Background: an optimization exercise with open tools, aiming at small area, a short achievable clock period and few clock cycles per item. Do not read the settings as production practice. At most, simulation tests tie the RTL to the original design; equivalence was not proved. No activity file was given, so power comes from the tool's default toggle rates.

05-07:
==> module mesh_duplicate_filter_relay_unit, before the edit <==
module mesh_duplicate_filter_relay_unit #(
  parameter int unsigned ENTRIES = mdfr_pkg::ENTRIES_D
) (
  input  logic                        clk,
  input  logic                        rst,
  input  logic                        cfg_we,
  input  logic [mdfr_pkg::MAC_W-1:0]  cfg_wdata,    
  input  logic                        s_tvalid,
  output logic                        s_tready,
  input  logic [159:0]                s_tdata,      
  input  logic [7:0]                  s_tuser,      
  output logic                        m_tvalid,
  input  logic                        m_tready,
  output logic [7:0]                  m_tdata,      
  output logic [2:0]                  m_tuser       
);
  logic [MAC_W-1:0]   self_mac;
  logic               take;
  logic               v2;          
  logic               cand2;       
  logic               own2;
  logic [ACT_W-1:0]   act_new2;    
  logic [ACT_W-1:0]   act_new_in;
  logic               own_in;
  logic               dup, ins;
  logic [ENTRIES-1:0] live, live_ins;
  logic [OCC_W-1:0]   occ;
  logic [ACT_W-1:0]   act;
  logic [7:0]         out_data;
  assign take   = s_tvalid && s_tready;
  assign own_in = (s_tdata[47:0] == self_mac);
  always_comb begin
    if (s_tdata[95:48] == self_mac)          act_new_in = ACT_DELIVER;
    else if (s_tuser == KIND_BCAST)          act_new_in = ACT_BCAST;
    else if (s_tuser == KIND_TARGETED)       act_new_in = ACT_TARGETED;
    else                                     act_new_in = ACT_PASS;
  end
  always_ff @(posedge clk) begin
    if (rst) begin
      self_mac <= '0;
      v2       <= 1'b0;
      cand2    <= 1'b0;
    end else begin
      if (cfg_we) self_mac <= cfg_wdata;
      v2    <= take;
      cand2 <= take && !own_in;
    end
  end
  always_ff @(posedge clk) begin
    own2     <= own_in;
    act_new2 <= act_new_in;
  end
  mdfr_store #(.ENTRIES(ENTRIES)) u_store (
    .clk       (clk),
    .rst       (rst),
    .in_origin (s_tdata[47:0]),
    .in_id     (s_tdata[111:96]),
    .cand      (cand2),
    .dup       (dup),
    .ins       (ins),
    .live      (live),
    .live_ins  (live_ins)
  );
  logic [OCC_W-1:0] occ_old, occ_new;
  always_comb begin
    occ_old = '0;
    occ_new = '0;
    for (int i = 0; i < ENTRIES - 1; i++) begin
      if (live[i] && !live[i+1])         occ_old = OCC_W'(i + 1);
      if (live_ins[i] && !live_ins[i+1]) occ_new = OCC_W'(i + 1);
    end
    if (live[ENTRIES-1])     occ_old = OCC_W'(ENTRIES);
    if (live_ins[ENTRIES-1]) occ_new = OCC_W'(ENTRIES);
  end
  assign occ     = ins ? occ_new : occ_old;
  assign act     = own2 ? ACT_OWN : (dup ? ACT_DUP : act_new2);
  mdfr_ctrl #(.W(8)) u_ctrl (
    .clk       (clk),
    .rst       (rst),
    .take      (take),
    .push      (v2),
    .push_data ({act, occ}),
    .in_ready  (s_tready),
    .out_valid (m_tvalid),
    .out_ready (m_tready),
    .out_data  (out_data)
  );
  assign m_tuser = out_data[7:5];
  assign m_tdata = {3'b000, out_data[4:0]};
endmodule
Settings: LEC_CHECK=0, ABC_AREA=1, CAP_MARGIN=20, CORE_MARGIN=2, CORE_UTILIZATION=55, CTS_BUF_LIST=sky130_fd_sc_hd__clkbuf_16, CTS_CLUSTER_DIAMETER=70, CTS_CLUSTER_SIZE=25, HOLD_SLACK_MARGIN=0, SETUP_SLACK_MARGIN=4.0, SLEW_MARGIN=20, TNS_END_PERCENT=5; clock period 6.0 ns.
standard.sh (not shown) runs the stock make flow with config.mk's settings and CLKGATE_MAP_FILE= SYNTH_SCRIPT=/design/flow/synth_recipe.tcl, a recipe that flattens the netlist after the stock synthesis.
==> flow/flow/run.sh <==
#!/bin/bash
# Standard ORFS layout with two changes: port buffers are the smallest plain buffer (the
# resizer still upsizes where timing needs it) and clock tree synthesis adds no dummy loads.
set -euo pipefail
export BUFFER_PORTS_ARGS="-buffer_cell sky130_fd_sc_hd__buf_1"
export CTS_ARGS="-sink_clustering_enable -repair_clock_nets -sink_clustering_size 25 -sink_clustering_max_diameter 70 -buf_list sky130_fd_sc_hd__clkbuf_16 -dont_use_dummy_load"
bash standard.sh finish > flow.log 2>&1
05-07 reached the end of the flow, and the finished layout is clean on the timing, DRC and antenna checks.
Testbench counts of 05-07, summed over its fixed seeds: cycles 3,216, items 3,200.
Modified inputs, 02-10 compared to 05-07
==> flow/design.v, changed modules only <==
module mesh_duplicate_filter_relay_unit #(
  parameter int unsigned ENTRIES = mdfr_pkg::ENTRIES_D
) (
  input  logic                        clk,
  input  logic                        rst,
  input  logic                        cfg_we,
  input  logic [mdfr_pkg::MAC_W-1:0]  cfg_wdata,    
  input  logic                        s_tvalid,
  output logic                        s_tready,
  input  logic [159:0]                s_tdata,      
  input  logic [7:0]                  s_tuser,      
  output logic                        m_tvalid,
  input  logic                        m_tready,
  output logic [7:0]                  m_tdata,      
  output logic [2:0]                  m_tuser       
);
  localparam int unsigned NP = 4;           
  localparam int unsigned PW = MAC_W / NP;
  logic [MAC_W-1:0]   self_mac;
  logic               take;
  logic [NP-1:0]      own_p_in, tgt_p_in;
  logic               v2;          
  logic [NP-1:0]      own_p2, tgt_p2;
  logic               kind_b2, kind_t2;
  logic               own2, cand2;
  logic [ACT_W-1:0]   act_new2;    
  logic               dup, ins;
  logic [ENTRIES-1:0] live, live_ins;
  logic [OCC_W-1:0]   occ;
  logic [ACT_W-1:0]   act;
  logic [7:0]         out_data;
  assign take = s_tvalid && s_tready;
  always_comb begin
    for (int k = 0; k < NP; k++) begin
      own_p_in[k] = (s_tdata[k*PW +: PW] == self_mac[k*PW +: PW]);
      tgt_p_in[k] = (s_tdata[MAC_W + k*PW +: PW] == self_mac[k*PW +: PW]);
    end
  end
  always_ff @(posedge clk) begin
    if (rst) begin
      self_mac <= '0;
      v2       <= 1'b0;
    end else begin
      if (cfg_we) self_mac <= cfg_wdata;
      v2 <= take;
    end
  end
  always_ff @(posedge clk) begin
    own_p2  <= own_p_in;
    tgt_p2  <= tgt_p_in;
    kind_b2 <= (s_tuser == KIND_BCAST);
    kind_t2 <= (s_tuser == KIND_TARGETED);
  end
  assign own2  = &own_p2;
  assign cand2 = v2 && !own2;
  always_comb begin
    if (&tgt_p2)      act_new2 = ACT_DELIVER;
    else if (kind_b2) act_new2 = ACT_BCAST;
    else if (kind_t2) act_new2 = ACT_TARGETED;
    else              act_new2 = ACT_PASS;
  end
  mdfr_store #(.ENTRIES(ENTRIES)) u_store (
    .clk       (clk),
    .rst       (rst),
    .in_origin (s_tdata[47:0]),
    .in_id     (s_tdata[111:96]),
    .cand      (cand2),
    .dup       (dup),
    .ins       (ins),
    .live      (live),
    .live_ins  (live_ins)
  );
  logic [OCC_W-1:0] occ_old, occ_new;
  always_comb begin
    occ_old = '0;
    occ_new = '0;
    for (int i = 0; i < ENTRIES - 1; i++) begin
      if (live[i] && !live[i+1])         occ_old = OCC_W'(i + 1);
      if (live_ins[i] && !live_ins[i+1]) occ_new = OCC_W'(i + 1);
    end
    if (live[ENTRIES-1])     occ_old = OCC_W'(ENTRIES);
    if (live_ins[ENTRIES-1]) occ_new = OCC_W'(ENTRIES);
  end
  assign occ     = ins ? occ_new : occ_old;
  assign act     = own2 ? ACT_OWN : (dup ? ACT_DUP : act_new2);
  mdfr_ctrl #(.W(8)) u_ctrl (
    .clk       (clk),
    .rst       (rst),
    .take      (take),
    .push      (v2),
    .push_data ({act, occ}),
    .in_ready  (s_tready),
    .out_valid (m_tvalid),
    .out_ready (m_tready),
    .out_data  (out_data)
  );
  assign m_tuser = out_data[7:5];
  assign m_tdata = {3'b000, out_data[4:0]};
endmodule
Notes after the runs:
02-10 closes out successfully: all stages finished, all timing, DRC and antenna checks passed.
When 02-10 is set beside 05-07, its maximum frequency turns out to be 0.014 GHz smaller.
02-10 does better than 05-07 on total power.
Taking 05-07 as the reference, in 02-10 multi-input combinational area share has increased; TritonCTS sink count has increased; core utilization has decreased; floorplan die width has remained practically unchanged; final critical path time including I/O delays and setup has increased.
Uppermost signal routing layer after detailed routing: met5 -> 02-10, met4 -> 05-07
Diff 05-07 -> 02-10 | net switching fraction of the power | decrease of 0.87 points
Relative to 05-07, 02-10 degrades worst setup slack.
Total routed wirelength | 02-10 above 05-07
For 02-10, only the layout was checked, not whether the RTL still works.


Setup of run 1:
Another version of the RTL of mesh_duplicate_filter_relay_unit (not shown whole).
Size: roughly 3800 cells after synthesis, roughly 230 I/O pins.
==> module mesh_duplicate_filter_relay_unit, before the edit <==
module mesh_duplicate_filter_relay_unit #(
  parameter int unsigned ENTRIES = mdfr_pkg::ENTRIES_D
) (
  input  logic                        clk,
  input  logic                        rst,
  input  logic                        cfg_we,
  input  logic [mdfr_pkg::MAC_W-1:0]  cfg_wdata,    
  input  logic                        s_tvalid,
  output logic                        s_tready,
  input  logic [159:0]                s_tdata,      
  input  logic [7:0]                  s_tuser,      
  output logic                        m_tvalid,
  input  logic                        m_tready,
  output logic [7:0]                  m_tdata,      
  output logic [2:0]                  m_tuser       
);
  localparam int unsigned NP = 4;           
  localparam int unsigned PW = MAC_W / NP;
  logic [MAC_W-1:0]   self_mac;
  logic               take;
  logic [NP-1:0]      own_p_in, tgt_p_in;
  logic               a_v, a_idnz, a_kind_b, a_kind_t, a_own;
  logic [NP-1:0]      a_own_p, a_tgt_p;
  logic [ACT_W-1:0]   a_act_new;
  logic [MAC_W-1:0]   a_origin;
  logic [ID_W-1:0]    a_id;
  logic               b_v, b_cand, b_own;
  logic [ACT_W-1:0]   b_act_new;
  logic               dup, ins;
  logic [ENTRIES-1:0] live, live_ins;
  logic [OCC_W-1:0]   occ, occ_old, occ_new;
  logic [ACT_W-1:0]   act;
  logic [7:0]         out_data;
  assign take = s_tvalid && s_tready;
  always_comb begin
    for (int k = 0; k < NP; k++) begin
      own_p_in[k] = (s_tdata[k*PW +: PW] == self_mac[k*PW +: PW]);
      tgt_p_in[k] = (s_tdata[MAC_W + k*PW +: PW] == self_mac[k*PW +: PW]);
    end
  end
  always_ff @(posedge clk) begin
    if (rst) begin
      self_mac <= '0;
      a_v      <= 1'b0;
      b_v      <= 1'b0;
      b_cand   <= 1'b0;
    end else begin
      if (cfg_we) self_mac <= cfg_wdata;
      a_v    <= take;
      b_v    <= a_v;
      b_cand <= a_v && !a_own;
    end
  end
  always_ff @(posedge clk) begin
    a_origin  <= s_tdata[47:0];
    a_id      <= s_tdata[111:96];
    a_idnz    <= (s_tdata[111:96] != '0);
    a_own_p   <= own_p_in;
    a_tgt_p   <= tgt_p_in;
    a_kind_b  <= (s_tuser == KIND_BCAST);
    a_kind_t  <= (s_tuser == KIND_TARGETED);
    b_own     <= a_own;
    b_act_new <= a_act_new;
  end
  assign a_own = &a_own_p;
  always_comb begin
    if (&a_tgt_p)      a_act_new = ACT_DELIVER;
    else if (a_kind_b) a_act_new = ACT_BCAST;
    else if (a_kind_t) a_act_new = ACT_TARGETED;
    else               a_act_new = ACT_PASS;
  end
  mdfr_store #(.ENTRIES(ENTRIES)) u_store (
    .clk      (clk),
    .rst      (rst),
    .a_origin (a_origin),
    .a_id     (a_id),
    .a_idnz   (a_idnz),
    .cand     (b_cand),
    .dup      (dup),
    .ins      (ins),
    .live     (live),
    .live_ins (live_ins)
  );
  always_comb begin
    occ_old = '0;
    occ_new = '0;
    for (int i = 0; i < ENTRIES - 1; i++) begin
      if (live[i] && !live[i+1])         occ_old = OCC_W'(i + 1);
      if (live_ins[i] && !live_ins[i+1]) occ_new = OCC_W'(i + 1);
    end
    if (live[ENTRIES-1])     occ_old = OCC_W'(ENTRIES);
    if (live_ins[ENTRIES-1]) occ_new = OCC_W'(ENTRIES);
  end
  assign occ = ins ? occ_new : occ_old;
  assign act = b_own ? ACT_OWN : (dup ? ACT_DUP : b_act_new);
  mdfr_ctrl #(.W(8)) u_ctrl (
    .clk       (clk),
    .rst       (rst),
    .take      (take),
    .push      (b_v),
    .push_data ({act, occ}),
    .in_ready  (s_tready),
    .out_valid (m_tvalid),
    .out_ready (m_tready),
    .out_data  (out_data)
  );
  assign m_tuser = out_data[7:5];
  assign m_tdata = {3'b000, out_data[4:0]};
endmodule
clock: 6.0 ns
lec_check: 0
abc_clock_period_in_ps: 2300
cap_margin: 20
core_margin: 2
core_utilization: 55
cts_buf_list: sky130_fd_sc_hd__clkbuf_16
cts_cluster_diameter: 70
cts_cluster_size: 25
hold_slack_margin: 0
setup_slack_margin: 3.7
slew_margin: 20
tns_end_percent: 5
Scripts as last shown in full above: flow/flow/run.sh
[inputs] run 2 vs run 1
--- a/flow/design.v
+++ b/flow/design.v
@@ -183,66 +183,58 @@
   input  logic [7:0]                  s_tuser,      
   output logic                        m_tvalid,
   input  logic                        m_tready,
   output logic [7:0]                  m_tdata,      
   output logic [2:0]                  m_tuser       
 );
-  localparam int unsigned NP = 4;           
-  localparam int unsigned PW = MAC_W / NP;
   logic [MAC_W-1:0]   self_mac;
   logic               take;
-  logic [NP-1:0]      own_p_in, tgt_p_in;
-  logic               a_v, a_idnz, a_kind_b, a_kind_t, a_own;
-  logic [NP-1:0]      a_own_p, a_tgt_p;
+  logic               own_in;
+  logic [ACT_W-1:0]   act_new_in;
+  logic               a_v, a_cand, a_own, a_idnz;
   logic [ACT_W-1:0]   a_act_new;
   logic [MAC_W-1:0]   a_origin;
   logic [ID_W-1:0]    a_id;
   logic               b_v, b_cand, b_own;
   logic [ACT_W-1:0]   b_act_new;
   logic               dup, ins;
   logic [ENTRIES-1:0] live, live_ins;
   logic [OCC_W-1:0]   occ, occ_old, occ_new;
   logic [ACT_W-1:0]   act;
   logic [7:0]         out_data;
-  assign take = s_tvalid && s_tready;
-  always_comb begin
-    for (int k = 0; k < NP; k++) begin
-      own_p_in[k] = (s_tdata[k*PW +: PW] == self_mac[k*PW +: PW]);
-      tgt_p_in[k] = (s_tdata[MAC_W + k*PW +: PW] == self_mac[k*PW +: PW]);
-    end
+  assign take   = s_tvalid && s_tready;
+  assign own_in = (s_tdata[47:0] == self_mac);
+  always_comb begin
+    if (s_tdata[95:48] == self_mac)          act_new_in = ACT_DELIVER;
+    else if (s_tuser == KIND_BCAST)          act_new_in = ACT_BCAST;
+    else if (s_tuser == KIND_TARGETED)       act_new_in = ACT_TARGETED;
+    else                                     act_new_in = ACT_PASS;
   end
   always_ff @(posedge clk) begin
     if (rst) begin
       self_mac <= '0;
       a_v      <= 1'b0;
+      a_cand   <= 1'b0;
       b_v      <= 1'b0;
       b_cand   <= 1'b0;
     end else begin
       if (cfg_we) self_mac <= cfg_wdata;
       a_v    <= take;
+      a_cand <= take && !own_in;
       b_v    <= a_v;
-      b_cand <= a_v && !a_own;
+      b_cand <= a_cand;
     end
   end
   always_ff @(posedge clk) begin
     a_origin  <= s_tdata[47:0];
     a_id      <= s_tdata[111:96];
     a_idnz    <= (s_tdata[111:96] != '0);
-    a_own_p   <= own_p_in;
-    a_tgt_p   <= tgt_p_in;
-    a_kind_b  <= (s_tuser == KIND_BCAST);
-    a_kind_t  <= (s_tuser == KIND_TARGETED);
+    a_own     <= own_in;
+    a_act_new <= act_new_in;
     b_own     <= a_own;
     b_act_new <= a_act_new;
-  end
-  assign a_own = &a_own_p;
-  always_comb begin
-    if (&a_tgt_p)      a_act_new = ACT_DELIVER;
-    else if (a_kind_b) a_act_new = ACT_BCAST;
-    else if (a_kind_t) a_act_new = ACT_TARGETED;
-    else               a_act_new = ACT_PASS;
   end
   mdfr_store #(.ENTRIES(ENTRIES)) u_store (
     .clk      (clk),
     .rst      (rst),
     .a_origin (a_origin),
     .a_id     (a_id),
--- outcome ---
Comparing run 2 and run 1, the higher clock network fraction of design power is on run 1.
Run 2 vs. run 1: core utilization of the finished layout now smaller, growth of design area from synthesis to finish shrank by 0.68 points.
On final weighted congestion of routability-driven global placement, run 2 and run 1 are neck and neck.
Total internal power: run 2 better than run 1
Measured against each other, run 2 and run 1 differ in arrival time at the worst endpoint, the lower figure coming from run 1.
Between run 2 and run 1, it is run 2 whose actual slew at the worst max-slew pin is higher, by 0.38 ns.
Summed instance area of the synthesized netlist of run 2 is on par with run 1.
Run 1 gets by with more registers than run 2.
No functional check of the RTL was part of any run of this note.

static timing again, ports no longer ideal:
The flow's constraints put no driver on any port. The routed layouts listed below were extracted and timed again, unchanged, in two steps. Step 1 sets driving cells, clkbuf_16 on the clock port and buf_2 on the other inputs (assumed; they add their load-dependent delay and slew). Step 2, shift: input delay + t, output delay - t, t = (earliest + latest rising clock arrival at the registers) / 2. This alone moves slack from input paths to output paths. Slacks: no drivers / after step 1 / after step 2; pairs: no drivers / after step 1.
run | t (ns) | setup slack, ns | worst setup path after step 2 | worst data-port slew with drivers (ns) | cell pins on the clock port's net
05-07 | 0.703 | 3.561 / 3.588 / 2.903 | input to register | 0.13 | 1
02-10 | 0.726 | 3.478 / 3.480 / 2.813 | input to register | 0.12 | 1
run 1 | 0.744 | 3.443 / 3.443 / 2.931 | input to register | 0.06 | 1
run 2 | 0.752 | 3.443 / 3.433 / 2.787 | input to register | 0.10 | 1
After both steps every run listed still meets setup and hold. The setup slack of 02-10, which loses most, moves by +0.002 ns with the drivers and by -0.665 ns with both steps.
